Source: an optimization exercise on an open RTL-to-GDS flow (aim: a short achievable clock period and few clock cycles per item). Production flows keep margins and buffers that such runs may drop.
Function was checked by simulation only, so behaviour that the tests miss may differ from the original.
Power is estimated from default activity; no workload was simulated.

==> design.v <==
package qls_pkg;
  localparam logic [2:0] ACT_ENABLE  = 3'd0;
  localparam logic [2:0] ACT_DISABLE = 3'd1;
  localparam logic [2:0] ACT_START   = 3'd2;
  localparam logic [2:0] ACT_STOP    = 3'd3;
  localparam logic [2:0] ACT_TICK    = 3'd4;
  localparam int EQ_DEPTH = 64;
  localparam int FQ_DEPTH = 8;
  localparam int RQ_DEPTH = 8;
  localparam int TAG_EN   = 0;   
  localparam int TAG_CLR  = 1;   
  localparam int TAG_FOLD = 2;   
  localparam int TAG_FAIL = 3;   
endpackage
module qls_div_step #(
  parameter int NW = 8
) (
  input  logic [NW+3:0]         pp,
  input  logic [15:1][NW+3:0]   mul,
  output logic [3:0]            digit,
  output logic [NW-1:0]         rem
);
  logic [15:0]          ge;
  logic [15:0][NW-1:0]  diff;
  logic [15:0]          one;
  logic [NW+4:0]        sub;
  always_comb begin
    ge[0]   = 1'b1;
    diff[0] = pp[NW-1:0];
    for (int k = 1; k < 16; k++) begin
      sub     = {1'b0, pp} - {1'b0, mul[k]};
      ge[k]   = !sub[NW+4];
      diff[k] = sub[NW-1:0];
    end
    for (int k = 0; k < 16; k++) begin
      one[k] = ge[k] && ((k == 15) ? 1'b1 : !ge[(k + 1) % 16]);
    end
    digit = '0;
    rem   = '0;
    for (int k = 0; k < 16; k++) begin
      digit = digit | ({4{one[k]}} & 4'(k));
      rem   = rem | ({NW{one[k]}} & diff[k]);
    end
  end
endmodule
module qls_csa #(
  parameter int W = 34
) (
  input  logic [W-1:0] x,
  input  logic [W-1:0] y,
  input  logic [W-1:0] z,
  input  logic         cin,
  output logic [W-1:0] s,
  output logic [W-1:0] c
);
  assign s = x ^ y ^ z;
  assign c = {(x[W-2:0] & y[W-2:0]) | (x[W-2:0] & z[W-2:0]) | (y[W-2:0] & z[W-2:0]), cin};
endmodule
module qls_div #(
  parameter int NW = 8
) (
  input  logic         clk,
  input  logic         rst_n,
  input  logic         req_valid,
  input  logic [64:0]  req,
  output logic         req_pop,
  input  logic         res_space,
  output logic         res_push,
  output logic [191:0] res,
  output logic [1:0]   busy
);
  typedef enum logic [2:0] {
    M_IDLE,
    M_ADD1,
    M_ADD2,
    M_ITER,
    M_FIN
  } mst_t;
  mst_t         st_r;
  logic [6:0]   cnt_r;
  logic         ph_r;      
  logic [31:0]  n_r;       
  logic [32:0]  den_r;     
  logic         n0_r;      
  logic         small_r;   
  logic         nar_r;     
  logic [32:0]  dw_r;      
  logic         clr_r;     
  logic [15:1][NW+3:0] mul_r;
  logic [33:0]  ma_r [2];    
  logic [33:0]  mb_r [2];
  logic [31:0]  lo_r [2];
  logic [31:0]  hi_r [2];
  logic [31:0]  v_r  [2];    
  logic [33:0]  ps_r [2], pc_r [2];    
  logic [33:0]  ns_r [2], nc_r [2];    
  logic [17:0]  pl_r [2], nl_r [2];    
  logic [16:0]  psh_r[2], pch_r[2], nsh_r[2], nch_r[2];
  logic [35:0]  l_r  [2];
  logic [NW-1:0] rn_r[2];    
  logic [32:0]  rw_r [2];    
  logic [33:0]  wt_r [2];    
  logic [17:0]  wl_r [2];    
  logic [31:0]  q_r  [2];
  logic         neg_r[2];
  logic         clr;
  logic         first;
  logic [33:0]  h0, h1;
  logic [31:0]  v    [2];
  logic [3:0]   digit[2];
  logic [NW-1:0] rem [2];
  logic         fin;
  assign clr   = req[64];
  assign v[0]  = req[63:32];
  assign v[1]  = req[31:0];
  assign first = clr || n0_r;
  assign h1    = {2'b00, den_r[32:1]};
  assign h0    = {3'b000, n_r[31:1]};
  assign fin   = (st_r == M_FIN);
  assign req_pop = ((st_r == M_IDLE) || fin) && req_valid && res_space;
  logic         ra_v_r, rb_v_r;
  logic [33:0]  ra_r [2], rb_r [2];
  logic [15:0]  rl_r [2];
  logic         rl_c_r [2];
  logic [15:0]  rah_r [2], rbh_r [2];
  logic [31:0]  rlo_r [2], rhi_r [2];
  for (genvar j = 0; j < 2; j++) begin : g_trio
    logic [33:0] qe, qx, qy, fq;
    logic [33:0] s1, c1, s2, c2, s3, c3;
    logic [33:0] t1, d1, t2, d2, t3, d3;
    logic [33:0] fs, fc;
    logic [17:0] plo, nlo;
    logic [17:0] phi, nhi;
    logic [32:0] a;
    logic [17:0] wlo;
    logic [17:0] whi;
    assign qe = {2'b00, q_r[j]};
    assign qx = neg_r[j] ? qe : ~qe;
    assign qy = neg_r[j] ? ~qe : qe;
    qls_csa u_p1 (.x({2'b00, v[j]}), .y(h1), .z(~ma_r[j]), .cin(1'b1), .s(s1), .c(c1));
    qls_csa u_p2 (.x(s1), .y(c1), .z(~mb_r[j]), .cin(1'b1), .s(s2), .c(c2));
    qls_csa u_p3 (.x(s2), .y(c2), .z(qx), .cin(!neg_r[j]), .s(s3), .c(c3));
    qls_csa u_n1 (.x(~{2'b00, v[j]}), .y(h0), .z(ma_r[j]), .cin(1'b1), .s(t1), .c(d1));
    qls_csa u_n2 (.x(t1), .y(d1), .z(mb_r[j]), .cin(neg_r[j]), .s(t2), .c(d2));
    qls_csa u_n3 (.x(t2), .y(d2), .z(qy), .cin(1'b0), .s(t3), .c(d3));
    qls_csa u_f (.x(ma_r[j]), .y(mb_r[j]), .z(neg_r[j] ? ~qe : qe), .cin(neg_r[j]), .s(fs), .c(fc));
    assign plo = {1'b0, pl_r[j][16:0]};
    assign nlo = {1'b0, nl_r[j][16:0]};
    assign phi = {1'b0, psh_r[j]} + {1'b0, pch_r[j]} + {17'd0, pl_r[j][17]};
    assign nhi = {1'b0, nsh_r[j]} + {1'b0, nch_r[j]} + {17'd0, nl_r[j][17]};
    assign a = phi[16] ? {nhi[15:0], nlo[16:0]} : {phi[15:0], plo[16:0]};
    qls_div_step #(.NW(NW)) u_step (
      .pp    ({rn_r[j], l_r[j][35:32]}),
      .mul   (mul_r),
      .digit (digit[j]),
      .rem   (rem[j])
    );
    assign wlo = {1'b0, rw_r[j][15:0], l_r[j][35]} - {1'b0, dw_r[16:0]};
    assign whi = {1'b0, wt_r[j][33:17]} - {2'b00, dw_r[32:17]} - {17'd0, wl_r[j][17]};
    always_ff @(posedge clk) begin
      if (req_pop) begin
        ps_r[j] <= s3;
        pc_r[j] <= c3;
        ns_r[j] <= t3;
        nc_r[j] <= d3;
        v_r[j]  <= v[j];
      end
      if (st_r == M_ADD1) begin
        pl_r[j]  <= {1'b0, ps_r[j][16:0]} + {1'b0, pc_r[j][16:0]};
        nl_r[j]  <= {1'b0, ns_r[j][16:0]} + {1'b0, nc_r[j][16:0]};
        psh_r[j] <= ps_r[j][33:17];
        pch_r[j] <= pc_r[j][33:17];
        nsh_r[j] <= ns_r[j][33:17];
        nch_r[j] <= nc_r[j][33:17];
      end
    end
    always_ff @(posedge clk) begin
      if (!rst_n) begin
        ma_r[j] <= '0;
        mb_r[j] <= '0;
        lo_r[j] <= '0;
        hi_r[j] <= '0;
      end else begin
        if (req_pop && first) begin
          ma_r[j] <= {2'b00, v[j]};
          mb_r[j] <= '0;
        end else if (fin) begin
          ma_r[j] <= fs;
          mb_r[j] <= fc;
        end
        if (st_r == M_ADD1) begin
          lo_r[j] <= (clr_r || (lo_r[j] == 32'd0) || (v_r[j] < lo_r[j])) ? v_r[j] : lo_r[j];
          hi_r[j] <= (clr_r || (v_r[j] > hi_r[j])) ? v_r[j] : hi_r[j];
        end
      end
    end
    always_ff @(posedge clk) begin
      if (req_pop || fin) begin
        neg_r[j] <= 1'b0;
        q_r[j]   <= '0;
      end else if (st_r == M_ADD2) begin
        neg_r[j] <= phi[16];
        rn_r[j]  <= {{(NW-1){1'b0}}, a[32]};
        rw_r[j]  <= {32'd0, a[32]};
        l_r[j]   <= {a[31:0], 4'd0};
      end else if (st_r == M_ITER) begin
        if (nar_r) begin
          rn_r[j] <= rem[j];
          l_r[j]  <= {l_r[j][31:0], 4'd0};
          q_r[j]  <= {q_r[j][27:0], digit[j]};
        end else if (!ph_r) begin
          wt_r[j] <= {rw_r[j], l_r[j][35]};
          wl_r[j] <= wlo;
        end else begin
          rw_r[j] <= whi[17] ? wt_r[j][32:0] : {whi[15:0], wl_r[j][16:0]};
          l_r[j]  <= {l_r[j][34:0], 1'b0};
          q_r[j]  <= {q_r[j][30:0], !whi[17]};
        end
      end
    end
    always_ff @(posedge clk) begin
      if (fin) begin
        ra_r[j] <= fs;
        rb_r[j] <= fc;
      end
      if (ra_v_r) begin
        {rl_c_r[j], rl_r[j]} <= {1'b0, ra_r[j][15:0]} + {1'b0, rb_r[j][15:0]};
        rah_r[j] <= ra_r[j][31:16];
        rbh_r[j] <= rb_r[j][31:16];
        rlo_r[j] <= lo_r[j];
        rhi_r[j] <= hi_r[j];
      end
    end
  end
  always_ff @(posedge clk) begin
    if (!rst_n) begin
      st_r    <= M_IDLE;
      n_r     <= '0;
      n0_r    <= 1'b1;
      den_r   <= 33'd1;
      cnt_r   <= '0;
      ph_r    <= 1'b0;
      nar_r   <= 1'b1;
      small_r <= 1'b1;
      dw_r    <= 33'd1;
      clr_r   <= 1'b0;
    end else begin
      small_r <= (den_r[32:NW] == '0);
      if (req_pop) begin
        st_r  <= M_ADD1;
        n_r   <= clr ? 32'd1 : n_r + 32'd1;
        n0_r  <= !clr && (n_r == 32'hFFFF_FFFF);
        den_r <= clr ? 33'd2 : (den_r[32] ? 33'd1 : den_r + 33'd1);
        cnt_r <= first ? 7'd0 : (small_r ? 7'd8 : 7'd64);
        ph_r  <= 1'b0;
        nar_r <= small_r;
        dw_r  <= den_r;
        clr_r <= clr;
      end else begin
        unique case (st_r)
          M_IDLE: ;
          M_ADD1: st_r <= (cnt_r == 7'd0) ? M_FIN : M_ADD2;
          M_ADD2: st_r <= M_ITER;
          M_ITER: begin
            cnt_r <= cnt_r - 7'd1;
            if (!nar_r) ph_r <= !ph_r;
            if (cnt_r == 7'd1) st_r <= M_FIN;
          end
          M_FIN:   st_r <= M_IDLE;
          default: st_r <= M_IDLE;
        endcase
      end
    end
  end
  always_ff @(posedge clk) begin
    for (int k = 1; k < 16; k++) begin
      mul_r[k] <= (NW+4)'(dw_r[NW-1:0] * (NW+4)'(k));
    end
  end
  always_ff @(posedge clk) begin
    if (!rst_n) begin
      ra_v_r  <= 1'b0;
      rb_v_r  <= 1'b0;
    end else begin
      ra_v_r  <= fin;
      rb_v_r  <= ra_v_r;
    end
  end
  assign res_push = rb_v_r;
  assign res = {rlo_r[1], rah_r[1] + rbh_r[1] + 16'(rl_c_r[1]), rl_r[1], rhi_r[1],
                rlo_r[0], rah_r[0] + rbh_r[0] + 16'(rl_c_r[0]), rl_r[0], rhi_r[0]};
  assign busy = 2'(st_r != M_IDLE) + 2'(ra_v_r) + 2'(rb_v_r);
endmodule
module qls_front (
  input  logic        clk,
  input  logic        rst_n,
  input  logic        in_valid,
  input  logic        in_ready,
  input  logic [2:0]  in_action,
  input  logic [31:0] in_byte_count,
  output logic        tag_push,
  output logic [3:0]  tag,
  output logic        fold_push,
  output logic [64:0] fold_req
);
  logic        ir_v;
  logic [2:0]  ir_act;
  logic [31:0] ir_b;
  logic        en_r;
  logic        open_r;
  logic        clrp_r;    
  logic [31:0] el_r;
  logic        b_zero;
  logic        stop_ok;
  always_ff @(posedge clk) begin
    if (!rst_n) ir_v <= 1'b0;
    else        ir_v <= in_valid && in_ready;
    ir_act <= in_action;
    ir_b   <= in_byte_count;
  end
  assign b_zero  = (ir_b == 32'd0);
  assign stop_ok = (ir_act == qls_pkg::ACT_STOP) && en_r && open_r && !b_zero;
  always_comb begin
    tag = '0;
    tag[qls_pkg::TAG_EN] = en_r;
    unique case (ir_act)
      qls_pkg::ACT_ENABLE: begin
        tag[qls_pkg::TAG_EN]  = 1'b1;
        tag[qls_pkg::TAG_CLR] = !en_r;
      end
      qls_pkg::ACT_DISABLE: tag[qls_pkg::TAG_EN] = 1'b0;
      qls_pkg::ACT_STOP: begin
        tag[qls_pkg::TAG_FOLD] = en_r && open_r && !b_zero;
        tag[qls_pkg::TAG_FAIL] = en_r && open_r && b_zero;
      end
      default: ;
    endcase
  end
  assign tag_push  = ir_v;
  assign fold_push = ir_v && stop_ok;
  assign fold_req  = {clrp_r, el_r, ir_b};
  always_ff @(posedge clk) begin
    if (!rst_n) begin
      en_r   <= 1'b0;
      open_r <= 1'b0;
      clrp_r <= 1'b0;
      el_r   <= '0;
    end else if (ir_v) begin
      unique case (ir_act)
        qls_pkg::ACT_ENABLE: begin
          if (!en_r) begin
            en_r   <= 1'b1;
            clrp_r <= 1'b1;
          end
        end
        qls_pkg::ACT_DISABLE: en_r <= 1'b0;
        qls_pkg::ACT_START: begin
          if (en_r) begin
            open_r <= 1'b1;
            el_r   <= '0;
          end
        end
        qls_pkg::ACT_STOP: begin
          if (en_r && open_r) begin
            open_r <= 1'b0;
            if (!b_zero) clrp_r <= 1'b0;
          end
        end
        qls_pkg::ACT_TICK: begin
          if (open_r && (el_r != 32'hFFFF_FFFF)) el_r <= el_r + 32'd1;
        end
        default: ;
      endcase
    end
  end
endmodule
module qls_fifo #(
  parameter int W = 8,
  parameter int D = 4,
  parameter bit WALL = 1'b0
) (
  input  logic         clk,
  input  logic         rst_n,
  input  logic         push,
  input  logic [W-1:0] wdata,
  input  logic         pop,
  output logic [W-1:0] rdata,
  output logic         nonempty,
  output logic [$clog2(D):0] count
);
  localparam int PW = $clog2(D);
  logic [W-1:0]  mem_r [D];
  logic [PW-1:0] wr_r;
  logic [PW-1:0] rd_r;
  logic [PW:0]   cnt_r;
  logic          ne_r;
  assign rdata    = mem_r[rd_r];
  assign nonempty = ne_r;
  assign count    = cnt_r;
  always_ff @(posedge clk) begin
    if (!rst_n) begin
      wr_r  <= '0;
      rd_r  <= '0;
      cnt_r <= '0;
      ne_r  <= 1'b0;
    end else begin
      if (push) wr_r <= wr_r + PW'(1);
      if (pop)  rd_r <= rd_r + PW'(1);
      if (push && !pop) begin
        cnt_r <= cnt_r + (PW+1)'(1);
        ne_r  <= 1'b1;
      end else if (!push && pop) begin
        cnt_r <= cnt_r - (PW+1)'(1);
        ne_r  <= (cnt_r != (PW+1)'(1));
      end
    end
  end
  always_ff @(posedge clk) begin
    if (WALL ? (cnt_r != (PW+1)'(D)) : push) mem_r[wr_r] <= wdata;
  end
endmodule
module qls_queue #(
  parameter int W = 8,
  parameter int D = 4,
  parameter bit WALL = 1'b0
) (
  input  logic         clk,
  input  logic         rst_n,
  input  logic         push,
  input  logic [W-1:0] wdata,
  input  logic         pop,
  output logic [W-1:0] head,
  output logic         head_valid,
  output logic [$clog2(D):0] count
);
  logic         hv_r;
  logic [W-1:0] hd_r;
  logic         fill;
  logic         f_push;
  logic         f_pop;
  logic         f_ne;
  logic [W-1:0] f_rdata;
  assign fill   = !hv_r || pop;
  assign f_pop  = fill && f_ne;
  assign f_push = push;
  qls_fifo #(.W(W), .D(D), .WALL(WALL)) u_fifo (
    .clk      (clk),
    .rst_n    (rst_n),
    .push     (f_push),
    .wdata    (wdata),
    .pop      (f_pop),
    .rdata    (f_rdata),
    .nonempty (f_ne),
    .count    (count)
  );
  always_ff @(posedge clk) begin
    if (!rst_n) begin
      hv_r <= 1'b0;
    end else if (fill) begin
      hv_r <= f_ne;
    end
  end
  always_ff @(posedge clk) begin
    if (fill) hd_r <= f_rdata;
  end
  assign head       = hd_r;
  assign head_valid = hv_r;
endmodule
module qls_back (
  input  logic         clk,
  input  logic         rst_n,
  input  logic         tag_valid,
  input  logic [3:0]   tag,
  output logic         tag_pop,
  input  logic         res_valid,
  input  logic [191:0] res,
  output logic         res_pop,
  output logic         out_valid,
  input  logic         out_ready,
  output logic         out_enabled,
  output logic [31:0]  out_query_total,
  output logic [31:0]  out_error_total,
  output logic [191:0] out_stats
);
  logic         ov_r;
  logic         en_r;
  logic [31:0]  qt_r;
  logic [31:0]  et_r;
  logic [191:0] st_r;
  logic         can;
  assign can     = tag_valid && (!tag[qls_pkg::TAG_FOLD] || res_valid);
  assign tag_pop = can && (!ov_r || out_ready);
  assign res_pop = tag_pop && tag[qls_pkg::TAG_FOLD];
  always_ff @(posedge clk) begin
    if (!rst_n) begin
      ov_r <= 1'b0;
      en_r <= 1'b0;
      qt_r <= '0;
      et_r <= '0;
      st_r <= '0;
    end else if (tag_pop) begin
      ov_r <= 1'b1;
      en_r <= tag[qls_pkg::TAG_EN];
      if (tag[qls_pkg::TAG_CLR]) begin
        qt_r <= '0;
        et_r <= '0;
        st_r <= '0;
      end else begin
        if (tag[qls_pkg::TAG_FAIL]) et_r <= et_r + 32'd1;
        if (tag[qls_pkg::TAG_FOLD]) begin
          qt_r <= qt_r + 32'd1;
          st_r <= res;
        end
      end
    end else if (out_ready) begin
      ov_r <= 1'b0;
    end
  end
  assign out_valid       = ov_r;
  assign out_enabled     = en_r;
  assign out_query_total = qt_r;
  assign out_error_total = et_r;
  assign out_stats       = st_r;
endmodule
module query_latency_size_stats_top #(
  parameter int STAT_WIDTH = 32
) (
  input  logic        clk,
  input  logic        rst_n,
  input  logic        in_valid,
  output logic        in_ready,
  input  logic [2:0]  in_action,
  input  logic [31:0] in_byte_count,
  output logic        out_valid,
  input  logic        out_ready,
  output logic        out_enabled,
  output logic [31:0] out_query_total,
  output logic [31:0] out_error_total,
  output logic [31:0] out_bytes_least,
  output logic [31:0] out_bytes_mean,
  output logic [31:0] out_bytes_most,
  output logic [31:0] out_millis_least,
  output logic [31:0] out_millis_mean,
  output logic [31:0] out_millis_most
);
  localparam int EQW = $clog2(qls_pkg::EQ_DEPTH);
  localparam int FQW = $clog2(qls_pkg::FQ_DEPTH);
  localparam int RQW = $clog2(qls_pkg::RQ_DEPTH);
  logic         in_ready_r;
  logic         tag_push, tag_valid, tag_pop;
  logic [3:0]   tag_in, tag_out;
  logic         fold_push, req_valid, req_pop;
  logic [64:0]  req_in, req_out;
  logic         res_push, res_valid, res_pop;
  logic [191:0] res_in, res_out;
  logic [EQW:0] eq_cnt;
  logic [FQW:0] fq_cnt;
  logic [RQW:0] rq_cnt;
  logic [191:0] stats;
  logic [1:0]   m_busy;
  logic         res_space;
  assign res_space = ({1'b0, rq_cnt} + (RQW+2)'(m_busy)) < (RQW+2)'(qls_pkg::RQ_DEPTH);
  always_ff @(posedge clk) begin
    if (!rst_n) in_ready_r <= 1'b1;
    else        in_ready_r <= (eq_cnt <= (EQW+1)'(qls_pkg::EQ_DEPTH - 4)) &&
                              (fq_cnt <= (FQW+1)'(qls_pkg::FQ_DEPTH - 4));
  end
  assign in_ready = in_ready_r;
  qls_front u_front (
    .clk           (clk),
    .rst_n         (rst_n),
    .in_valid      (in_valid),
    .in_ready      (in_ready_r),
    .in_action     (in_action),
    .in_byte_count (in_byte_count),
    .tag_push      (tag_push),
    .tag           (tag_in),
    .fold_push     (fold_push),
    .fold_req      (req_in)
  );
  qls_queue #(.W(4), .D(qls_pkg::EQ_DEPTH)) u_eq (
    .clk      (clk),
    .rst_n    (rst_n),
    .push     (tag_push),
    .wdata    (tag_in),
    .pop      (tag_pop),
    .head       (tag_out),
    .head_valid (tag_valid),
    .count    (eq_cnt)
  );
  qls_queue #(.W(65), .D(qls_pkg::FQ_DEPTH), .WALL(1'b1)) u_fq (
    .clk      (clk),
    .rst_n    (rst_n),
    .push     (fold_push),
    .wdata    (req_in),
    .pop      (req_pop),
    .head       (req_out),
    .head_valid (req_valid),
    .count    (fq_cnt)
  );
  qls_div u_mean (
    .clk       (clk),
    .rst_n     (rst_n),
    .req_valid (req_valid),
    .req       (req_out),
    .req_pop   (req_pop),
    .res_space (res_space),
    .res_push  (res_push),
    .res       (res_in),
    .busy      (m_busy)
  );
  qls_fifo #(.W(192), .D(qls_pkg::RQ_DEPTH)) u_rq (
    .clk      (clk),
    .rst_n    (rst_n),
    .push     (res_push),
    .wdata    (res_in),
    .pop      (res_pop),
    .rdata    (res_out),
    .nonempty (res_valid),
    .count    (rq_cnt)
  );
  qls_back u_back (
    .clk             (clk),
    .rst_n           (rst_n),
    .tag_valid       (tag_valid),
    .tag             (tag_out),
    .tag_pop         (tag_pop),
    .res_valid       (res_valid),
    .res             (res_out),
    .res_pop         (res_pop),
    .out_valid       (out_valid),
    .out_ready       (out_ready),
    .out_enabled     (out_enabled),
    .out_query_total (out_query_total),
    .out_error_total (out_error_total),
    .out_stats       (stats)
  );
  assign {out_bytes_least, out_bytes_mean, out_bytes_most,
          out_millis_least, out_millis_mean, out_millis_most} = stats;
endmodule
==> flow/run.sh <==
#!/bin/bash
set -uo pipefail
bash standard.sh SETUP_SLACK_MARGIN=6.5 finish > make_finish.log 2>&1
status=$?
tail -20 make_finish.log
exit $status
==> standard.sh <==
#!/bin/bash
# synth_recipe.tcl (not shown) runs the flow's synth.tcl, then flattens the netlist and writes it again
# the make line also repeats each setting of config.mk as NAME=value (left out here)
make -C /OpenROAD-flow-scripts/flow DESIGN_CONFIG=/design/flow/config.mk WORK_HOME=/design/flow/orfs CLKGATE_MAP_FILE= SYNTH_SCRIPT=/design/flow/synth_recipe.tcl "${@:-finish}"
==> config.mk <==
export PLATFORM = sky130hd
export DESIGN_NAME = query_latency_size_stats_top
export DESIGN_NICKNAME = query_latency_size_stats_top
export VERILOG_FILES = /design/flow/design.v
export SDC_FILE = /design/flow/constraint.sdc
export NUM_CORES = 4
export LEC_CHECK = 0
export ABC_CLOCK_PERIOD_IN_PS = 3000
export CAP_MARGIN = 20
export CORE_MARGIN = 2
export CORE_UTILIZATION = 45
export SLEW_MARGIN = 20
==> constraint.sdc <==
create_clock -name core_clock -period 10.0 [get_ports {clk}]
set_input_delay 2.0000 -clock core_clock [delete_from_list [all_inputs] [get_ports {clk}]]
set_output_delay 2.0000 -clock core_clock [all_outputs]
set_load 0.01 [all_outputs]
==> impl_metrics.env, run 1 <==
export IMPL_run_status="finished clean"
export IMPL_cp_arrival_ps=4770
export IMPL_antenna_found_initial=26
export IMPL_tns_ps=0
export IMPL_synth_area_leaders="edfxtp_1 53%, dfxtp_1 8.9%, mux4_2 6.7%, fa_1 5.2%, ha_1 4.8%"
export IMPL_crit_chain="fa_1 > inv_1 > ha_2 > or2_4 > fa_2 > nand2b_4 > a21oi_4 > nor2b_1 > o21a_1 > o31a_1 > buf_4 > buf_6 > o311a_1 > o21a_1 > o311ai_2 > o31ai_1"
export IMPL_grt_total_usage_pct=22.78
export IMPL_fill_cells=36760
export IMPL_final_max_slew_violation_count=0
export IMPL_cts_sinks=4412
export IMPL_wl_per_cell_um=24.89
export IMPL_vias=116400
export IMPL_worst_path_most_repeated_cell="o21a_1"
export IMPL_grt_pass1_wl_um=766900
export IMPL_grt_pass1_vias=114300
export IMPL_cp_end_kind="register"
export IMPL_grt_max_degree=202
export IMPL_postRouteAntennaNets=0
export IMPL_die_x_um=672.0
export IMPL_wl_um=526900
export IMPL_place_congestion=0.9504
export IMPL_synth_flop_cell="edfxtp_1"
export IMPL_synth_largest_area_cell="edfxtp_1"
export IMPL_clock_latency_ps=1040
export IMPL_max_freq_ghz=0.2462
export IMPL_hpwlAfterDp_um=345100
export IMPL_async_reset_ff_share_pct=0
export IMPL_dp_slack_ps=4306
export IMPL_hold_ws_ps=386.9
export IMPL_viasPerCell=5.500
export IMPL_crit_required_ps=10710
export IMPL_final_setup_worst_slack_ps=5938
export IMPL_synth_edff_count=3519
export IMPL_hold_buffers=0
export IMPL_drive_gt1_share_pct=18.61
export IMPL_start_kind="register"
export IMPL_ys_seq_area_share_pct=61.54
export IMPL_leakage_nw=83.64
export IMPL_synth_top_area_share_pct=52.63
export IMPL_die_h_um=672.0
export IMPL_grt_setup_unrepaired="yes"
export IMPL_setup_violations_final=0
export IMPL_hold_viol=0
export IMPL_grt_remaining_overflow=0
export IMPL_p_total_mw=39.24
export IMPL_crit_slowest_cell="fa_1"
export IMPL_io_pins=298
export IMPL_ys_warn_count=74
export IMPL_cp_max_fo=2
export IMPL_core_mm2=0.4448
export IMPL_cts_buffer_depth=4
export IMPL_clkSlewWorstSetupHoldPaths_ps=60
export IMPL_netlist_area_mm2=0.2008
export IMPL_synth_cell_types=97
export IMPL_maxCapViolations=0
export IMPL_tightest_slew_ps=1334
export IMPL_fin_worst_skew_ps=93.00
export IMPL_hold_path_class="register to register"
export IMPL_yosysMostFrequentCell="edfxtp_1"
export IMPL_cts_tree="yes"
export IMPL_yosys_top_cells_count="3519 x edfxtp_1, 1443 x inv_1, 893 x dfxtp_1, 799 x nand2_1, 771 x ha_1"
export IMPL_worst_setup_path_type="register to register"
export IMPL_slew_headroom_pct=10.76
export IMPL_htree_levels=5
export IMPL_post_route_min_period_ps=4062
export IMPL_peakVddDrop_mv=0.1701
export IMPL_p_per_area_mw_per_mm2=168.0
export IMPL_ys_ff_latch=4412
export IMPL_dr_first_iter_drc_count=10590
export IMPL_period_share_pct=40.62
export IMPL_nets=16150
export IMPL_crit_path_max_incr_delay_ps=550
export IMPL_first_pass_iters=6
export IMPL_postSynthAreaPerCell_um2=14.32
export IMPL_syn_to_final_growth_pct=16.33
export IMPL_synth_cells=14020
export IMPL_synthesis_nets=15350
export IMPL_port_buffers=297
export IMPL_core_rowCount=245
export IMPL_numCtsBuffers=463
export IMPL_root_buffer="clkbuf_16"
export IMPL_drc=0
export IMPL_start_util_pct=45.14
export IMPL_dieArea_mm2=0.4515
==> sequential cells by signal, summed over array words and instances, names as in the netlist, 65 cells and up, named ones only <==
signal	count
u_rq.mem_r	1536
u_fq.u_fifo.mem_r	520
u_eq.u_fifo.mem_r	256
u_back.st_r	192
u_mean.mul_r	71
u_mean.ma_r	68
u_mean.mb_r	68
u_mean.pc_r	68
u_mean.ps_r	68
u_mean.wt_r	68
u_mean.ns_r	66
u_mean.rw_r	66
u_fq.hd_r	65
==> layer usage <==
layer / vias to the layer above / share of wire [%] / track usage [%]
li1: 52880 / - / -
met1: 59410 / 46 / 33.79
met2: 3415 / 46 / 35.83
met3: 714 / 6.0 / 2.645
met4: 4 / 2.7 / 5.895
met5: - / 0.0047 / 0
==> logic make-up after synthesis <==
kind of cell	Yosys count	synth area share [%]
AO/OA/AOI/OAI	1928	6.355
XOR/XNOR	654	2.853
adder cells (fa/ha/maj)	1288	9.960
buffers and inverters	1939	3.659
flip-flops	4412	61.54
multiplexers	1103	9.268
AND/OR/NAND/NOR	2696	6.369
==> worst paths after layout <==
| kind | from | to | slack, ps | cells past startpoint |
|---|---|---|---|---|
| worst max-delay path | u_mean.wt_r[0][17] | u_mean.rw_r[0][29] | 5940 | 16 |
| worst min-delay path | u_mean.rb_r[1][20] | u_mean.rbh_r[1][4] | 390 | 0 |
| worst min register to register | u_mean.rb_r[1][20] | u_mean.rbh_r[1][4] | 390 | 0 |
| worst max register to register | u_mean.wt_r[0][17] | u_mean.rw_r[0][29] | 5940 | 16 |
==> metrics by stage <==
stage | cells | utilization (%) | instance area (um2)
3_5_place_dp | 19910 | 47.50 | 211300
5_1_grt | 21160 | 52.51 | 233500
2_1_floorplan | 14020 | - | 200900
3_3_place_gp | 19910 | 47.49 | 211300
6_report | 21170 | 52.51 | 233600
4_1_cts | 21010 | 51.96 | 231100
==> critical path, delay by kind of cell (launching register included) <==
kind                     cells  cell delay, ps
flip-flops                   1             420
adder cells (fa/ha/maj)      3            1060
AO/OA/AOI/OAI                7            1510
buffers and inverters        3             300
AND/OR/NAND/NOR              3             480
==> power breakdown <==
part           leakage [nW]  internal [mW]  total, mW  switching, mW
clock network          7.62           10.2       17.5           7.30
registers              40.0           19.7       19.9          0.226
logic                  36.0          0.844       1.75          0.904
==> placed cells by master (no fill, tap or decap), types with 426 or more instances in the layout <==
cell,synthesis,final
xnor2_1,502,493
clkbuf_16,0,484
mux2i_1,437,426
fa_1,517,502
ha_1,771,764
mux4_2,598,598
inv_1,1443,1426
nand2_1,799,776
nor2_1,738,698
edfxtp_1,3519,3519
dfxtp_1,893,609
==> what timing repair did <==
item / 4_1_cts / 5_1_grt
gates cloned: 24 / 13
endpoints found under the setup margin: 1429 / 735
endpoints found under the hold margin: 0 / 0
pin swaps: 114 / 139
buffers inserted: 194 / 136
resized for setup: 2030 / 223
==> cell type report <==
cell class                      instances  area [um2]  share of cell area (%)
Antenna cell                           14       35.03                 0.01500
Clock buffer                          650       13070                   5.597
Clock inverter                        225        2566                   1.099
Inverter                             1444        5460                   2.338
Multi-Input combinational cell       7679       72220                   30.92
Sequential cell                      4412      124100                   53.13
Tap cell                             5928        7417                   3.176
Timing Repair Buffer                  816        8690                   3.720
Timing Repair inverter                  2       17.52                0.007500
Testbench counts, summed over its fixed seeds: cycles 31,622, items 30,830.
==> run 2: changes to the inputs <==
--- a/design.v
+++ b/design.v
@@ -71,8 +71,7 @@
 );
   typedef enum logic [2:0] {
     M_IDLE,
-    M_ADD1,
-    M_ADD2,
+    M_ADD,
     M_ITER,
     M_FIN
   } mst_t;
@@ -93,19 +92,18 @@
   logic [31:0]  hi_r [2];
   logic [31:0]  v_r  [2];    
   logic [33:0]  ps_r [2], pc_r [2];    
-  logic [33:0]  ns_r [2], nc_r [2];    
-  logic [17:0]  pl_r [2], nl_r [2];    
-  logic [16:0]  psh_r[2], pch_r[2], nsh_r[2], nch_r[2];
   logic [35:0]  l_r  [2];
   logic [NW-1:0] rn_r[2];    
   logic [32:0]  rw_r [2];    
   logic [33:0]  wt_r [2];    
   logic [17:0]  wl_r [2];    
   logic [31:0]  q_r  [2];
-  logic         neg_r[2];
+  logic         s_r  [2];    
+  logic [32:0]  dm1_r;       
+  logic [32:0]  dm2_r;       
   logic         clr;
   logic         first;
-  logic [33:0]  h0, h1;
+  logic [33:0]  h1;
   logic [31:0]  v    [2];
   logic [3:0]   digit[2];
   logic [NW-1:0] rem [2];
@@ -115,7 +113,6 @@
   assign v[1]  = req[31:0];
   assign first = clr || n0_r;
   assign h1    = {2'b00, den_r[32:1]};
-  assign h0    = {3'b000, n_r[31:1]};
   assign fin   = (st_r == M_FIN);
   assign req_pop = ((st_r == M_IDLE) || fin) && req_valid && res_space;
   logic         ra_v_r, rb_v_r;
@@ -125,30 +122,25 @@
   logic [15:0]  rah_r [2], rbh_r [2];
   logic [31:0]  rlo_r [2], rhi_r [2];
   for (genvar j = 0; j < 2; j++) begin : g_trio
-    logic [33:0] qe, qx, qy, fq;
+    logic [33:0] qs;
     logic [33:0] s1, c1, s2, c2, s3, c3;
-    logic [33:0] t1, d1, t2, d2, t3, d3;
     logic [33:0] fs, fc;
-    logic [17:0] plo, nlo;
-    logic [17:0] phi, nhi;
-    logic [32:0] a;
+    logic [17:0] plo;
+    logic [17:0] phi0, phi1;
+    logic [16:0] phi;
+    logic [32:0] p0;
     logic [17:0] wlo;
     logic [17:0] whi;
-    assign qe = {2'b00, q_r[j]};
-    assign qx = neg_r[j] ? qe : ~qe;
-    assign qy = neg_r[j] ? ~qe : qe;
+    assign qs = {s_r[j], s_r[j], q_r[j]};
     qls_csa u_p1 (.x({2'b00, v[j]}), .y(h1), .z(~ma_r[j]), .cin(1'b1), .s(s1), .c(c1));
     qls_csa u_p2 (.x(s1), .y(c1), .z(~mb_r[j]), .cin(1'b1), .s(s2), .c(c2));
-    qls_csa u_p3 (.x(s2), .y(c2), .z(qx), .cin(!neg_r[j]), .s(s3), .c(c3));
-    qls_csa u_n1 (.x(~{2'b00, v[j]}), .y(h0), .z(ma_r[j]), .cin(1'b1), .s(t1), .c(d1));
-    qls_csa u_n2 (.x(t1), .y(d1), .z(mb_r[j]), .cin(neg_r[j]), .s(t2), .c(d2));
-    qls_csa u_n3 (.x(t2), .y(d2), .z(qy), .cin(1'b0), .s(t3), .c(d3));
-    qls_csa u_f (.x(ma_r[j]), .y(mb_r[j]), .z(neg_r[j] ? ~qe : qe), .cin(neg_r[j]), .s(fs), .c(fc));
-    assign plo = {1'b0, pl_r[j][16:0]};
-    assign nlo = {1'b0, nl_r[j][16:0]};
-    assign phi = {1'b0, psh_r[j]} + {1'b0, pch_r[j]} + {17'd0, pl_r[j][17]};
-    assign nhi = {1'b0, nsh_r[j]} + {1'b0, nch_r[j]} + {17'd0, nl_r[j][17]};
-    assign a = phi[16] ? {nhi[15:0], nlo[16:0]} : {phi[15:0], plo[16:0]};
+    qls_csa u_p3 (.x(s2), .y(c2), .z(~qs), .cin(1'b1), .s(s3), .c(c3));
+    qls_csa u_f (.x(ma_r[j]), .y(mb_r[j]), .z(qs), .cin(1'b0), .s(fs), .c(fc));
+    assign plo  = {1'b0, ps_r[j][16:0]} + {1'b0, pc_r[j][16:0]};
+    assign phi0 = {1'b0, ps_r[j][33:17]} + {1'b0, pc_r[j][33:17]};
+    assign phi1 = {1'b0, ps_r[j][33:17]} + {1'b0, pc_r[j][33:17]} + 18'd1;
+    assign phi  = plo[17] ? phi1[16:0] : phi0[16:0];
+    assign p0 = phi[16] ? (phi[15] ? dm1_r : dm2_r) : {32'd0, phi[15]};
     qls_div_step #(.NW(NW)) u_step (
       .pp    ({rn_r[j], l_r[j][35:32]}),
       .mul   (mul_r),
@@ -161,18 +153,8 @@
       if (req_pop) begin
         ps_r[j] <= s3;
         pc_r[j] <= c3;
-        ns_r[j] <= t3;
-        nc_r[j] <= d3;
         v_r[j]  <= v[j];
       end
-      if (st_r == M_ADD1) begin
-        pl_r[j]  <= {1'b0, ps_r[j][16:0]} + {1'b0, pc_r[j][16:0]};
-        nl_r[j]  <= {1'b0, ns_r[j][16:0]} + {1'b0, nc_r[j][16:0]};
-        psh_r[j] <= ps_r[j][33:17];
-        pch_r[j] <= pc_r[j][33:17];
-        nsh_r[j] <= ns_r[j][33:17];
-        nch_r[j] <= nc_r[j][33:17];
-      end
     end
     always_ff @(posedge clk) begin
       if (!rst_n) begin
@@ -188,7 +170,7 @@
           ma_r[j] <= fs;
           mb_r[j] <= fc;
         end
-        if (st_r == M_ADD1) begin
+        if (st_r == M_ADD) begin
           lo_r[j] <= (clr_r || (lo_r[j] == 32'd0) || (v_r[j] < lo_r[j])) ? v_r[j] : lo_r[j];
           hi_r[j] <= (clr_r || (v_r[j] > hi_r[j])) ? v_r[j] : hi_r[j];
         end
@@ -196,13 +178,13 @@
     end
     always_ff @(posedge clk) begin
       if (req_pop || fin) begin
-        neg_r[j] <= 1'b0;
+        s_r[j]   <= 1'b0;
         q_r[j]   <= '0;
-      end else if (st_r == M_ADD2) begin
-        neg_r[j] <= phi[16];
-        rn_r[j]  <= {{(NW-1){1'b0}}, a[32]};
-        rw_r[j]  <= {32'd0, a[32]};
-        l_r[j]   <= {a[31:0], 4'd0};
+      end else if (st_r == M_ADD && cnt_r != 7'd0) begin
+        s_r[j]   <= phi[16];
+        rn_r[j]  <= p0[NW-1:0];
+        rw_r[j]  <= p0;
+        l_r[j]   <= {phi[14:0], plo[16:0], 4'd0};
       end else if (st_r == M_ITER) begin
         if (nar_r) begin
           rn_r[j] <= rem[j];
@@ -243,11 +225,13 @@
       nar_r   <= 1'b1;
       small_r <= 1'b1;
       dw_r    <= 33'd1;
+      dm1_r   <= '0;
+      dm2_r   <= '0;
       clr_r   <= 1'b0;
     end else begin
       small_r <= (den_r[32:NW] == '0);
       if (req_pop) begin
-        st_r  <= M_ADD1;
+        st_r  <= M_ADD;
         n_r   <= clr ? 32'd1 : n_r + 32'd1;
         n0_r  <= !clr && (n_r == 32'hFFFF_FFFF);
         den_r <= clr ? 33'd2 : (den_r[32] ? 33'd1 : den_r + 33'd1);
@@ -255,12 +239,13 @@
         ph_r  <= 1'b0;
         nar_r <= small_r;
         dw_r  <= den_r;
+        dm1_r <= {1'b0, n_r};
+        dm2_r <= {1'b0, n_r} - 33'd1;
         clr_r <= clr;
       end else begin
         unique case (st_r)
           M_IDLE: ;
-          M_ADD1: st_r <= (cnt_r == 7'd0) ? M_FIN : M_ADD2;
-          M_ADD2: st_r <= M_ITER;
+          M_ADD:  st_r <= (cnt_r == 7'd0) ? M_FIN : M_ITER;
           M_ITER: begin
             cnt_r <= cnt_r - 7'd1;
             if (!nar_r) ph_r <= !ph_r;
==> run 2 against run 1 <==
Worst hold slack improved by 26 ps. Highest routed layer unchanged. Global-route usage rose by 0.20 points. Die area down 7.3%.
==> impl_metrics.env, run 2 <==
export IMPL_run_status="finished clean"
export IMPL_final_cell_mix="3181 x edfxtp_1, 1099 x nor2_1, 1082 x inv_1, 696 x ha_1, 672 x dfxtp_1"
export IMPL_synth_cells=13230
export IMPL_top_register="u_rq.mem_r"
export IMPL_port_buffers=297
export IMPL_clkSlewWorstSetupHoldPaths_ps=60
export IMPL_synth_top_family_by_area="multiplexers"
export IMPL_crit_required_ps=10690
export IMPL_largest_reg_flops=1536
export IMPL_synth_mux_area_share_pct=11.14
export IMPL_htree_levels=5
export IMPL_yosys_top_cells_count="3181 x edfxtp_1, 1132 x nor2_1, 1095 x inv_1, 955 x dfxtp_1, 715 x ha_1"
export IMPL_synth_flop_cell="edfxtp_1"
export IMPL_ys_warn_count=58
export IMPL_crit_slowest_cell="o21ai_0"
export IMPL_async_reset_ff_share_pct=0
export IMPL_core_rowCount=236
export IMPL_critical_path_top_delay_family="compound AO/OA/AOI/OAI gates"
export IMPL_synth_xor_area_share_pct=2.386
export IMPL_crit_path_max_incr_delay_ps=620
export IMPL_worst_setup_path_type="register to register"
export IMPL_place_congestion=0.9578
export IMPL_hold_viol=0
export IMPL_hold_path_class="register to register"
export IMPL_p_per_area_mw_per_mm2=192.4
export IMPL_antenna_found_initial=24
export IMPL_post_route_min_period_ps=4061
export IMPL_fin_worst_skew_ps=79.78
export IMPL_wl_um=488900
export IMPL_die_h_um=647.0
export IMPL_cts_sinks=4136
export IMPL_dieArea_mm2=0.4186
export IMPL_dp_slack_ps=4048
export IMPL_synth_area_leaders="edfxtp_1 51%, dfxtp_1 10%, mux4_2 7.2%, ha_1 4.8%, mux2i_1 3.5%"
export IMPL_final_max_slew_violation_count=0
export IMPL_top_regs="u_rq.mem_r x1536, u_fq.u_fifo.mem_r x520, u_eq.u_fifo.mem_r x256"
export IMPL_placed_area_mm2=0.1958
export IMPL_max_freq_ghz=0.2462
export IMPL_start_kind="register"
export IMPL_vias=111200
export IMPL_drc=0
export IMPL_synth_cell_types=103
export IMPL_syn_to_final_growth_pct=16.28
export IMPL_drive_gt1_share_pct=19.41
export IMPL_core_mm2=0.4125
export IMPL_leakage_nw=75.92
export IMPL_synthAdderAreaFrac_pct=8.240
export IMPL_grt_pass1_wl_um=722100
export IMPL_synth_largest_area_cell="edfxtp_1"
export IMPL_postRouteAntennaNets=0
export IMPL_netlist_area_mm2=0.1861
export IMPL_synth_compound_area_share_pct=6.513
export IMPL_cts_tree="yes"
export IMPL_yosysMostFrequentCell="edfxtp_1"
export IMPL_ys_ff_latch=4136
export IMPL_hold_ws_ps=412.7
export IMPL_layout_commonest_cell="edfxtp_1"
export IMPL_dp_cells=18620
export IMPL_die_x_um=647.0
export IMPL_cp_end_kind="register"
export IMPL_nets=14970
export IMPL_first_pass_iters=8
export IMPL_grt_pass1_vias=108800
export IMPL_stdcell_area_mm2=0.2164
export IMPL_root_buffer="clkbuf_16"
export IMPL_dr_first_iter_drc_count=11050
export IMPL_cp_num_buf_inv=2
export IMPL_synth_edff_count=3181
export IMPL_cts_buffer_depth=4
export IMPL_io_pins=298
export IMPL_synthesis_nets=14300
export IMPL_synth_top_area_share_pct=51.34
export IMPL_fin_cells=19750
export IMPL_ys_seq_area_share_pct=61.61
export IMPL_period_share_pct=40.61
export IMPL_slew_headroom_pct=13.40
export IMPL_grt_total_usage_pct=22.98
export IMPL_tns_ps=0
export IMPL_tightest_slew_ps=1299
export IMPL_hold_buffers=0
export IMPL_setup_violations_final=0
export IMPL_cp_arrival_ps=4750
export IMPL_viasPerCell=5.633
export IMPL_peakVddDrop_mv=0.3573
export IMPL_grt_setup_unrepaired="yes"
export IMPL_postSynthAreaPerCell_um2=14.06
export IMPL_p_total_mw=41.63
export IMPL_yosys_area_share_simple_pct=6.786
export IMPL_crit_chain="clkinvlp_4 > buf_4 > ha_1 > nor2b_1 > o21a_1 > o21a_1 > o21ai_0 > a21oi_1 > o21ai_0 > a2bb2oi_1 > nand4_1 > nor4_2 > o22ai_1"
export IMPL_clock_latency_ps=1000
export IMPL_grt_max_degree=150
export IMPL_maxCapViolations=0
export IMPL_wl_per_cell_um=24.76
export IMPL_finish_utilization_pct=52.45
export IMPL_start_util_pct=45.11
export IMPL_final_setup_worst_slack_ps=5939
export IMPL_cp_max_fo=7
export IMPL_grt_remaining_overflow=0
export IMPL_numCtsBuffers=425
export IMPL_hpwlAfterDp_um=308600
[run 2: changes by cell type after synthesis, sizes merged, moves of 198 or more]
cell / before / now
a21oi: 380 / 618
and2: 245 / 26
edfxtp: 3519 / 3181
fa: 517 / 319
inv: 1444 / 1096
mux2i: 437 / 645
nand2: 799 / 549
nor2: 738 / 1133
[run 2: worst paths after layout]
| kind | from | to | slack (ps) | depth (start not counted) |
|---|---|---|---|---|
| hold / removal | u_mean.ra_r[0][18] | u_mean.rah_r[0][2] | 410 | 0 |
| setup / recovery | u_mean.mul_r[98] | u_mean.rn_r[1][5] | 5940 | 13 |
| hold reg to reg | u_mean.ra_r[0][18] | u_mean.rah_r[0][2] | 410 | 0 |
| setup reg to reg | u_mean.mul_r[98] | u_mean.rn_r[1][5] | 5940 | 13 |
[run 2: final cells by class]
class                   instances  area, um2
fillers                     34300     196200
flip-flops and latches       4136     115100
multi-input cells            7459      68090
clock buffers                 577      11660
repair buffers                777       8314
well taps                    5474       6849
inverters                    1097       4151
clock inverters               215       2168
repair inverters                3      26.28
diodes                          7      17.52
[run 2: cell families (layout without fill, tap and decap cells)]
logic type / count (synthesis) / after routing
DFF: 4136 / 4136
and+or+nand+nor: 2723 / 2728
AOI/OAI and AO/OA: 1879 / 1880
buffers and inverters: 1642 / 2669
muxes: 1314 / 1314
adders and majority gates: 1034 / 1034
xor gates and xnor gates: 503 / 503
other: 0 / 7
[run 2: layer usage]
| layer | track usage (%) | vias to the layer above | share of wire, % |
|---|---|---|---|
| met5 | 0 | - | 0.0053 |
| met4 | 5.645 | 4 | 2.6 |
| met3 | 3.513 | 650 | 6.8 |
| met2 | 34.79 | 3562 | 44 |
| met1 | 34.74 | 56500 | 46 |
| li1 | - | 50510 | - |
[run 2: where the power goes]
| part | internal [mW] | switching [mW] |
|---|---|---|
| Sequential | 19.1 | 0.890 |
| Clock | 8.98 | 6.80 |
| Combinational | 2.54 | 3.35 |
[run 2: what timing repair did]
item                                    in CTS  in global routing
endpoints found under the setup margin    1578                774
setup buffers                              211                 74
pin swaps                                   99                107
cloned                                      34                  5
gates resized for setup                   1967                240
Testbench counts of run 2, summed over its fixed seeds: cycles 31,315, items 30,830.
==> run 3: changes to the inputs <==
--- a/design.v
+++ b/design.v
@@ -471,6 +471,8 @@
   logic         en_r;
   logic [31:0]  qt_r;
   logic [31:0]  et_r;
+  logic [31:0]  qt1_r;    
+  logic [31:0]  et1_r;    
   logic [191:0] st_r;
   logic         can;
   assign can     = tag_valid && (!tag[qls_pkg::TAG_FOLD] || res_valid);
@@ -491,9 +493,9 @@
         et_r <= '0;
         st_r <= '0;
       end else begin
-        if (tag[qls_pkg::TAG_FAIL]) et_r <= et_r + 32'd1;
+        if (tag[qls_pkg::TAG_FAIL]) et_r <= et1_r;
         if (tag[qls_pkg::TAG_FOLD]) begin
-          qt_r <= qt_r + 32'd1;
+          qt_r <= qt1_r;
           st_r <= res;
         end
       end
@@ -501,6 +503,15 @@
       ov_r <= 1'b0;
     end
   end
+  always_ff @(posedge clk) begin
+    if (!rst_n || (tag_pop && tag[qls_pkg::TAG_CLR])) begin
+      qt1_r <= 32'd1;
+      et1_r <= 32'd1;
+    end else begin
+      qt1_r <= qt_r + 32'd1;
+      et1_r <= et_r + 32'd1;
+    end
+  end
   assign out_valid       = ov_r;
   assign out_enabled     = en_r;
   assign out_query_total = qt_r;
==> run 3 against run 2 <==
Clock skew is 11 ps lower. Largest cell class unchanged. Still clean. Non-clock buffer count grew 31. Sequential share of layout area up 0.15 points. Critical endpoint is now u_mean.rn_r[0][0].
==> impl_metrics.env, run 3 <==
export IMPL_grt_pass1_wl_um=749400
export IMPL_cts_buffer_depth=4
export IMPL_hold_viol=0
export IMPL_drive_gt1_share_pct=20.14
export IMPL_wl_um=513300
export IMPL_syn_to_final_growth_pct=17.53
export IMPL_root_buffer="clkbuf_16"
export IMPL_hold_path_class="register to register"
export IMPL_viasPerCell=5.658
export IMPL_cp_arrival_ps=4880
export IMPL_synth_flop_cell="edfxtp_1"
export IMPL_crit_required_ps=10710
export IMPL_synthesis_nets=14180
export IMPL_synth_top_area_share_pct=51.39
export IMPL_htree_levels=5
export IMPL_yosysMostFrequentCell="edfxtp_1"
export IMPL_dr_first_iter_drc_count=9955
export IMPL_clock_latency_ps=1020
export IMPL_cts_tree="yes"
export IMPL_io_pins=298
export IMPL_worst_setup_path_type="register to register"
export IMPL_first_pass_iters=5
export IMPL_regArea_mm2=0.1165
export IMPL_numCtsBuffers=434
export IMPL_wl_per_cell_um=26.05
export IMPL_hold_buffers=0
export IMPL_synth_cell_types=101
export IMPL_place_congestion=0.9247
export IMPL_slew_headroom_pct=21.38
export IMPL_drc=0
export IMPL_dieArea_mm2=0.4182
export IMPL_postRouteAntennaNets=0
export IMPL_cts_sinks=4200
export IMPL_p_per_area_mw_per_mm2=196.4
export IMPL_tns_ps=0
export IMPL_multi_input_area_mm2=0.06714
export IMPL_fill_cells=33430
export IMPL_grt_setup_unrepaired="yes"
export IMPL_peakVddDrop_mv=0.1465
export IMPL_synth_edff_count=3181
export IMPL_cp_end_kind="register"
export IMPL_placed_area_mm2=0.1957
export IMPL_layout_commonest_cell="edfxtp_1"
export IMPL_post_route_min_period_ps=4174
export IMPL_fin_worst_skew_ps=68.57
export IMPL_top_regs="u_rq.mem_r x1536, u_fq.u_fifo.mem_r x520, u_eq.u_fifo.mem_r x256"
export IMPL_grt_total_usage_pct=23.99
export IMPL_core_rowCount=236
export IMPL_grt_remaining_overflow=0
export IMPL_max_freq_ghz=0.2396
export IMPL_nets=14910
export IMPL_synth_cells=13100
export IMPL_largest_reg_flops=1536
export IMPL_yosys_top_cells_count="3181 x edfxtp_1, 1239 x nor2_1, 1078 x inv_1, 1019 x dfxtp_1, 715 x ha_1"
export IMPL_core_mm2=0.4122
export IMPL_ys_warn_count=58
export IMPL_finish_utilization_pct=53.00
export IMPL_netlist_area_mm2=0.1859
export IMPL_cp_max_fo=4
export IMPL_start_kind="register"
export IMPL_port_buffers=297
export IMPL_final_max_slew_violation_count=0
export IMPL_maxCapViolations=0
export IMPL_synth_largest_area_cell="edfxtp_1"
export IMPL_antenna_found_initial=29
export IMPL_setup_violations_final=0
export IMPL_leakage_nw=77.04
export IMPL_die_h_um=646.7
export IMPL_final_cell_mix="3181 x edfxtp_1, 1206 x nor2_1, 1064 x inv_1, 741 x dfxtp_1, 703 x ha_1"
export IMPL_grt_max_degree=163
export IMPL_postSynthAreaPerCell_um2=14.18
export IMPL_die_x_um=646.7
export IMPL_clkSlewWorstSetupHoldPaths_ps=60
export IMPL_grt_pass1_vias=112900
export IMPL_stdcell_area_mm2=0.2185
export IMPL_start_util_pct=45.09
export IMPL_top_register="u_rq.mem_r"
export IMPL_period_share_pct=41.74
export IMPL_run_status="finished clean"
export IMPL_async_reset_ff_share_pct=0
export IMPL_tightest_slew_ps=1179
export IMPL_vias=111500
export IMPL_hpwlAfterDp_um=326300
export IMPL_ys_ff_latch=4200
export IMPL_ys_seq_area_share_pct=62.37
export IMPL_synth_area_leaders="edfxtp_1 51%, dfxtp_1 11%, mux4_2 7.2%, ha_1 4.8%, fa_1 3.4%"
## run 3: cell types whose count changed after synthesis, sizes merged, moves of 36 or more
cell,change
a32oi,-40
dfxtp,+64
a22oi,+70
nor3,-64
nor2,+106
nand3,-48
o311ai,-36
## run 3: timing repair
| action | 4_1_cts | 5_1_grt |
|---|---|---|
| setup endpoints to repair | 1454 | 813 |
| pin swaps | 115 | 124 |
| buffers inserted | 225 | 87 |
| resized for setup | 2145 | 274 |
| cloned | 32 | 12 |
## run 3: logic make-up after synthesis
group	after synthesis	synth area share, %
AO/OA/AOI/OAI	1820	6.239
XOR/XNOR	533	2.534
adder cells (fa/ha/maj)	1034	8.249
buffers and inverters	1604	3.263
flip-flops	4200	62.37
multiplexers	1300	11.07
AND/OR/NAND/NOR	2613	6.276
## run 3: final cells by class
class                   count  share of cell area, %
flip-flops and latches   4200                  53.34
multi-input cells        7307                  30.73
clock buffers             614                  5.640
repair buffers            808                  4.069
well taps                5474                  3.135
inverters                1080                  1.876
clock inverters           204                  1.182
repair inverters            4                0.01604
diodes                      9                0.01031
## run 3: per-stage QoR
stage / setup WS (ps) / cells / hold slack, ps / power (mW)
after floorplan: 3492 / 13100 / 400.3 / 23.58
after global placement: 4838 / 18520 / 400.2 / 25.57
after detailed placement: 4733 / 18520 / 404.5 / 25.60
after CTS: 5864 / 19590 / 415.2 / 42.95
after global routing: 5662 / 19690 / 423.2 / 44.45
final: 5826 / 19700 / 412.6 / 42.90
## run 3: report_power, final
part	leakage (nW)	total (mW)	switching, mW	internal [mW]
Combinational	32.4	6.01	3.36	2.65
Sequential	37.3	20.1	0.854	19.3
Clock	7.28	16.8	6.92	9.84
## run 3: worst paths after layout
| check | from | end | slack (ps) | depth (start not counted) |
|---|---|---|---|---|
| worst max-delay path | u_mean.pc_r[0][17] | u_mean.rn_r[0][0] | 5830 | 17 |
| worst min-delay path | u_mean.ra_r[1][22] | u_mean.rah_r[1][6] | 410 | 0 |
| worst max register to register | u_mean.pc_r[0][17] | u_mean.rn_r[0][0] | 5830 | 17 |
| worst min register to register | u_mean.ra_r[1][22] | u_mean.rah_r[1][6] | 410 | 0 |
## run 3: routing by layer
| layer | GRT usage [%] | vias to the layer above | wire length (um) |
|---|---|---|---|
| met3 | 3.141 | 822 | 29020 |
| li1 | - | 49810 | - |
| met2 | 39.37 | 3607 | 244500 |
| met5 | 0 | - | 18 |
| met1 | 33.13 | 57230 | 220500 |
| met4 | 7.893 | 4 | 19140 |
## run 3: worst max-delay path: stages (launching register included)
cell and delay, ps:
edfxtp_1 380, ha_2 220, fa_2 360, a21o_1 200, a22o_1 210, o41ai_2 300
xor2_1 110, buf_4 160, nor4_4 340, buf_4 170, nand4_1 130, and4bb_2 410
xnor2_4 90, buf_12 180, buf_8 130, a311oi_4 280, buf_6 160, a21oi_2 30
Testbench counts of run 3, summed over its fixed seeds: cycles 31,315, items 30,830.
==> run 4: changes to the inputs <==
--- a/design.v
+++ b/design.v
@@ -71,13 +71,14 @@
 );
   typedef enum logic [2:0] {
     M_IDLE,
-    M_ADD,
+    M_ADD1,
+    M_ADD2,
     M_ITER,
     M_FIN
   } mst_t;
   mst_t         st_r;
   logic [6:0]   cnt_r;
-  logic         ph_r;      
+  logic [1:0]   ph_r;      
   logic [31:0]  n_r;       
   logic [32:0]  den_r;     
   logic         n0_r;      
@@ -92,11 +93,13 @@
   logic [31:0]  hi_r [2];
   logic [31:0]  v_r  [2];    
   logic [33:0]  ps_r [2], pc_r [2];    
+  logic [17:0]  plo_r[2], phi0_r[2], phi1_r[2];
   logic [35:0]  l_r  [2];
   logic [NW-1:0] rn_r[2];    
   logic [32:0]  rw_r [2];    
   logic [33:0]  wt_r [2];    
   logic [17:0]  wl_r [2];    
+  logic [17:0]  wh_r [2];    
   logic [31:0]  q_r  [2];
   logic         s_r  [2];    
   logic [32:0]  dm1_r;       
@@ -139,7 +142,7 @@
     assign plo  = {1'b0, ps_r[j][16:0]} + {1'b0, pc_r[j][16:0]};
     assign phi0 = {1'b0, ps_r[j][33:17]} + {1'b0, pc_r[j][33:17]};
     assign phi1 = {1'b0, ps_r[j][33:17]} + {1'b0, pc_r[j][33:17]} + 18'd1;
-    assign phi  = plo[17] ? phi1[16:0] : phi0[16:0];
+    assign phi  = plo_r[j][17] ? phi1_r[j][16:0] : phi0_r[j][16:0];
     assign p0 = phi[16] ? (phi[15] ? dm1_r : dm2_r) : {32'd0, phi[15]};
     qls_div_step #(.NW(NW)) u_step (
       .pp    ({rn_r[j], l_r[j][35:32]}),
@@ -155,6 +158,11 @@
         pc_r[j] <= c3;
         v_r[j]  <= v[j];
       end
+      if (st_r == M_ADD1) begin
+        plo_r[j]  <= plo;
+        phi0_r[j] <= phi0;
+        phi1_r[j] <= phi1;
+      end
     end
     always_ff @(posedge clk) begin
       if (!rst_n) begin
@@ -170,7 +178,7 @@
           ma_r[j] <= fs;
           mb_r[j] <= fc;
         end
-        if (st_r == M_ADD) begin
+        if (st_r == M_ADD1) begin
           lo_r[j] <= (clr_r || (lo_r[j] == 32'd0) || (v_r[j] < lo_r[j])) ? v_r[j] : lo_r[j];
           hi_r[j] <= (clr_r || (v_r[j] > hi_r[j])) ? v_r[j] : hi_r[j];
         end
@@ -180,23 +188,25 @@
       if (req_pop || fin) begin
         s_r[j]   <= 1'b0;
         q_r[j]   <= '0;
-      end else if (st_r == M_ADD && cnt_r != 7'd0) begin
+      end else if (st_r == M_ADD2) begin
         s_r[j]   <= phi[16];
         rn_r[j]  <= p0[NW-1:0];
         rw_r[j]  <= p0;
-        l_r[j]   <= {phi[14:0], plo[16:0], 4'd0};
+        l_r[j]   <= {phi[14:0], plo_r[j][16:0], 4'd0};
       end else if (st_r == M_ITER) begin
         if (nar_r) begin
           rn_r[j] <= rem[j];
           l_r[j]  <= {l_r[j][31:0], 4'd0};
           q_r[j]  <= {q_r[j][27:0], digit[j]};
-        end else if (!ph_r) begin
+        end else if (ph_r == 2'd0) begin
           wt_r[j] <= {rw_r[j], l_r[j][35]};
           wl_r[j] <= wlo;
+        end else if (ph_r == 2'd1) begin
+          wh_r[j] <= whi;
         end else begin
-          rw_r[j] <= whi[17] ? wt_r[j][32:0] : {whi[15:0], wl_r[j][16:0]};
+          rw_r[j] <= wh_r[j][17] ? wt_r[j][32:0] : {wh_r[j][15:0], wl_r[j][16:0]};
           l_r[j]  <= {l_r[j][34:0], 1'b0};
-          q_r[j]  <= {q_r[j][30:0], !whi[17]};
+          q_r[j]  <= {q_r[j][30:0], !wh_r[j][17]};
         end
       end
     end
@@ -221,7 +231,7 @@
       n0_r    <= 1'b1;
       den_r   <= 33'd1;
       cnt_r   <= '0;
-      ph_r    <= 1'b0;
+      ph_r    <= 2'd0;
       nar_r   <= 1'b1;
       small_r <= 1'b1;
       dw_r    <= 33'd1;
@@ -231,12 +241,12 @@
     end else begin
       small_r <= (den_r[32:NW] == '0);
       if (req_pop) begin
-        st_r  <= M_ADD;
+        st_r  <= M_ADD1;
         n_r   <= clr ? 32'd1 : n_r + 32'd1;
         n0_r  <= !clr && (n_r == 32'hFFFF_FFFF);
         den_r <= clr ? 33'd2 : (den_r[32] ? 33'd1 : den_r + 33'd1);
-        cnt_r <= first ? 7'd0 : (small_r ? 7'd8 : 7'd64);
-        ph_r  <= 1'b0;
+        cnt_r <= first ? 7'd0 : (small_r ? 7'd8 : 7'd96);
+        ph_r  <= 2'd0;
         nar_r <= small_r;
         dw_r  <= den_r;
         dm1_r <= {1'b0, n_r};
@@ -245,10 +255,11 @@
       end else begin
         unique case (st_r)
           M_IDLE: ;
-          M_ADD:  st_r <= (cnt_r == 7'd0) ? M_FIN : M_ITER;
+          M_ADD1: st_r <= (cnt_r == 7'd0) ? M_FIN : M_ADD2;
+          M_ADD2: st_r <= M_ITER;
           M_ITER: begin
             cnt_r <= cnt_r - 7'd1;
-            if (!nar_r) ph_r <= !ph_r;
+            if (!nar_r) ph_r <= (ph_r == 2'd2) ? 2'd0 : ph_r + 2'd1;
             if (cnt_r == 7'd1) st_r <= M_FIN;
           end
           M_FIN:   st_r <= M_IDLE;
@@ -555,7 +566,10 @@
   logic [191:0] stats;
   logic [1:0]   m_busy;
   logic         res_space;
-  assign res_space = ({1'b0, rq_cnt} + (RQW+2)'(m_busy)) < (RQW+2)'(qls_pkg::RQ_DEPTH);
+  always_ff @(posedge clk) begin
+    if (!rst_n) res_space <= 1'b1;
+    else        res_space <= ({1'b0, rq_cnt} + (RQW+2)'(m_busy)) < (RQW+2)'(qls_pkg::RQ_DEPTH - 1);
+  end
   always_ff @(posedge clk) begin
     if (!rst_n) in_ready_r <= 1'b1;
     else        in_ready_r <= (eq_cnt <= (EQW+1)'(qls_pkg::EQ_DEPTH - 4)) &&
==> run 4 against run 3 <==
Sequential power up 2%. Worst setup slack better by 590 ps. Register-to-register slack gained 610 ps. First-iteration DRC count rose by 0.52%. Wire length shrank 3.0%. Clock power hardly changed. Global-route usage is 1.1 points lower. Die area up 2.7%. Core utilization fell by 1.1 points. Combinational power is 25% lower. Via count grew 0.77%.
==> impl_metrics.env, run 4 <==
export IMPL_run_status="finished clean"
export IMPL_crit_required_ps=8000
export IMPL_synth_area_leaders="edfxtp_1 52%, dfxtp_1 11%, mux4_2 7.1%, ha_1 4.7%, fa_1 3.4%"
export IMPL_hold_buffers=0
export IMPL_ys_ff_latch=4341
export IMPL_vias=112300
export IMPL_yosys_top_cells_count="3319 x edfxtp_1, 1130 x nor2_1, 1088 x inv_1, 1022 x dfxtp_1, 941 x nand2_1"
export IMPL_largest_reg_flops=1536
export IMPL_hold_path_class="register to register"
export IMPL_antenna_found_initial=31
export IMPL_wl_um=497800
export IMPL_clkSlewWorstSetupHoldPaths_ps=70
export IMPL_ys_seq_area_share_pct=62.91
export IMPL_fin_cells=20240
export IMPL_numCtsBuffers=452
export IMPL_yosysMostFrequentCell="edfxtp_1"
export IMPL_tightest_slew_ps=1180
export IMPL_synth_top_area_share_pct=52.20
export IMPL_async_reset_ff_share_pct=0
export IMPL_dp_cells=19160
export IMPL_clock_latency_ps=1010
export IMPL_hold_depth=0
export IMPL_start_kind="register"
export IMPL_hp_start="u_mean.rb_r[0][31]"
export IMPL_synth_largest_area_cell="edfxtp_1"
export IMPL_cts_buffer_depth=4
export IMPL_cts_tree="yes"
export IMPL_cp_arrival_ps=1580
export IMPL_nets=15230
export IMPL_setup_violations_final=0
export IMPL_maxCapViolations=0
export IMPL_core_mm2=0.4231
export IMPL_grt_total_usage_pct=22.87
export IMPL_final_max_slew_violation_count=0
export IMPL_dr_first_iter_drc_count=10010
export IMPL_leakage_nw=77.90
export IMPL_grt_pass1_wl_um=735000
export IMPL_top_regs="u_rq.mem_r x1536, u_fq.u_fifo.mem_r x520, u_eq.u_fifo.mem_r x256"
export IMPL_max_freq_ghz=0.2791
export IMPL_critical_path_top_delay_family="flip-flops"
export IMPL_post_route_min_period_ps=3583
export IMPL_drc=0
export IMPL_port_buffers=297
export IMPL_synthesis_nets=14630
export IMPL_grt_pass1_vias=110000
export IMPL_slew_headroom_pct=21.09
export IMPL_synth_cells=13560
export IMPL_dieArea_mm2=0.4295
export IMPL_io_pins=298
export IMPL_regToRegStartpoint="u_mean.l_r[1][34]"
export IMPL_htree_levels=5
export IMPL_worst_setup_path_type="register to output port"
export IMPL_synth_cell_types=84
export IMPL_top_register="u_rq.mem_r"
export IMPL_final_cell_mix="3319 x edfxtp_1, 1105 x nor2_1, 1073 x inv_1, 932 x nand2_1, 755 x dfxtp_1"
export IMPL_cts_sinks=4341
export IMPL_core_rowCount=239
export IMPL_wl_per_cell_um=24.60
export IMPL_grt_remaining_overflow=0
export IMPL_hold_viol=0
export IMPL_place_congestion=0.9417
export IMPL_syn_to_final_growth_pct=15.04
export IMPL_fill_cells=35360
export IMPL_grt_setup_unrepaired="yes"
export IMPL_hpwlAfterDp_um=326600
export IMPL_reg2reg_to="u_mean.rn_r[1][0]"
export IMPL_first_pass_iters=6
export IMPL_hold_path_end="u_mean.rbh_r[0][15]"
export IMPL_crit_slowest_cell="dfxtp_4"
export IMPL_viasPerCell=5.551
export IMPL_cp_num_buf_inv=1
export IMPL_cp_end_kind="output port"
export IMPL_layout_commonest_cell="edfxtp_1"
export IMPL_reg2regPathDepth=12
export IMPL_crit_path_max_incr_delay_ps=460
export IMPL_start_util_pct=45.13
export IMPL_die_x_um=655.4
export IMPL_p_per_area_mw_per_mm2=191.5
export IMPL_ys_warn_count=66
export IMPL_die_h_um=655.4
export IMPL_postRouteAntennaNets=0
export IMPL_crit_chain="buf_6"
export IMPL_fin_worst_skew_ps=78.59
export IMPL_period_share_pct=35.83
export IMPL_tns_ps=0
export IMPL_grt_max_degree=152
export IMPL_root_buffer="clkbuf_16"
export IMPL_postSynthAreaPerCell_um2=14.08
export IMPL_peakVddDrop_mv=0.1743
export IMPL_synth_flop_cell="edfxtp_1"
export IMPL_synth_edff_count=3319
export IMPL_r2r_slack_ps=6440
export IMPL_p_total_mw=42.08
export IMPL_netlist_area_mm2=0.1909
export IMPL_drive_gt1_share_pct=17.43
export IMPL_cp_max_fo=2
## run 4: layer usage
layer | part of all wire [%] | vias to the layer above | track usage, % | wire (um)
met2 | 45 | 3298 | 35.12 | 223600
met3 | 6.0 | 706 | 3.089 | 30080
met1 | 46 | 57230 | 34.11 | 229600
li1 | - | 51090 | - | -
met5 | 0.011 | - | 0 | 57
met4 | 2.9 | 8 | 6.437 | 14560
## run 4: what timing repair did
item	CTS	global route
setup buffers	157	39
cloned	4	2
resized for setup	1781	146
setup endpoints to repair	802	599
pin swaps	30	47
## run 4: how the worst max path moves through the flow
stage,slack [ps],end,from,cells past startpoint
after global placement,4300,u_eq.u_fifo.cnt_r[4],out_ready,11
final,6420,out_valid,u_back.ov_r,1
after detailed placement,4310,u_eq.u_fifo.cnt_r[4],out_ready,11
after CTS,6290,out_enabled,u_back.en_r,1
after global routing,6330,u_mean.rn_r[1][1],u_mean.l_r[1][32],13
after floorplan,4450,u_rq.mem_r[0][0],u_rq.wr_r[2],2
## run 4: power by group
| part | total (mW) | internal (mW) | switching [mW] |
|---|---|---|---|
| Clock | 17.0 | 9.85 | 7.16 |
| Combinational | 4.53 | 1.88 | 2.65 |
| Sequential | 20.5 | 19.9 | 0.641 |
| Total | 42.1 | 31.6 | 10.4 |
## run 4: stage by stage
step	setup slack (ps)	utilization, %	cell area [um2]	hold slack (ps)
6_report	6417	51.91	219700	406.8
5_1_grt	6331	51.91	219600	412.6
4_1_cts	6287	51.69	218700	404.8
3_5_place_dp	4307	47.51	201000	404.5
3_3_place_gp	4304	47.51	201000	400.1
2_1_floorplan	4449	-	191100	400.3
## run 4: logic make-up after synthesis
| logic type | count (synthesis) | synth area share, % |
|---|---|---|
| buf+inv | 1630 | 3.206 |
| mux | 1230 | 10.41 |
| flops | 4341 | 62.91 |
| simple gates | 2956 | 6.880 |
| xor+xnor | 541 | 2.482 |
| fa+ha+maj | 1030 | 8.008 |
| compound gates | 1832 | 6.100 |
## run 4: layout make-up
type	instances	area, um2	share of cell area [%]
Clock inverter	244	2430	1.106
Tap cell	5663	7086	3.226
Antenna cell	17	42.54	0.01937
Timing Repair Buffer	678	6616	3.012
Inverter	1089	4139	1.884
Multi-Input combinational cell	7592	65970	30.03
Sequential cell	4341	120700	54.94
Clock buffer	612	12690	5.777
Timing Repair inverter	2	17.52	0.007974
Testbench counts of run 4, summed over its fixed seeds: cycles 31,622, items 30,830.

Re-timed with assumed drivers on the ports (clkbuf_16 on the clock, buf_2 on other inputs), run 4 has 6.304 ns of setup slack against 6.417 ns with ideal ports, and 5.607 ns once port delays also move by the mid clock arrival of 1.083 ns.
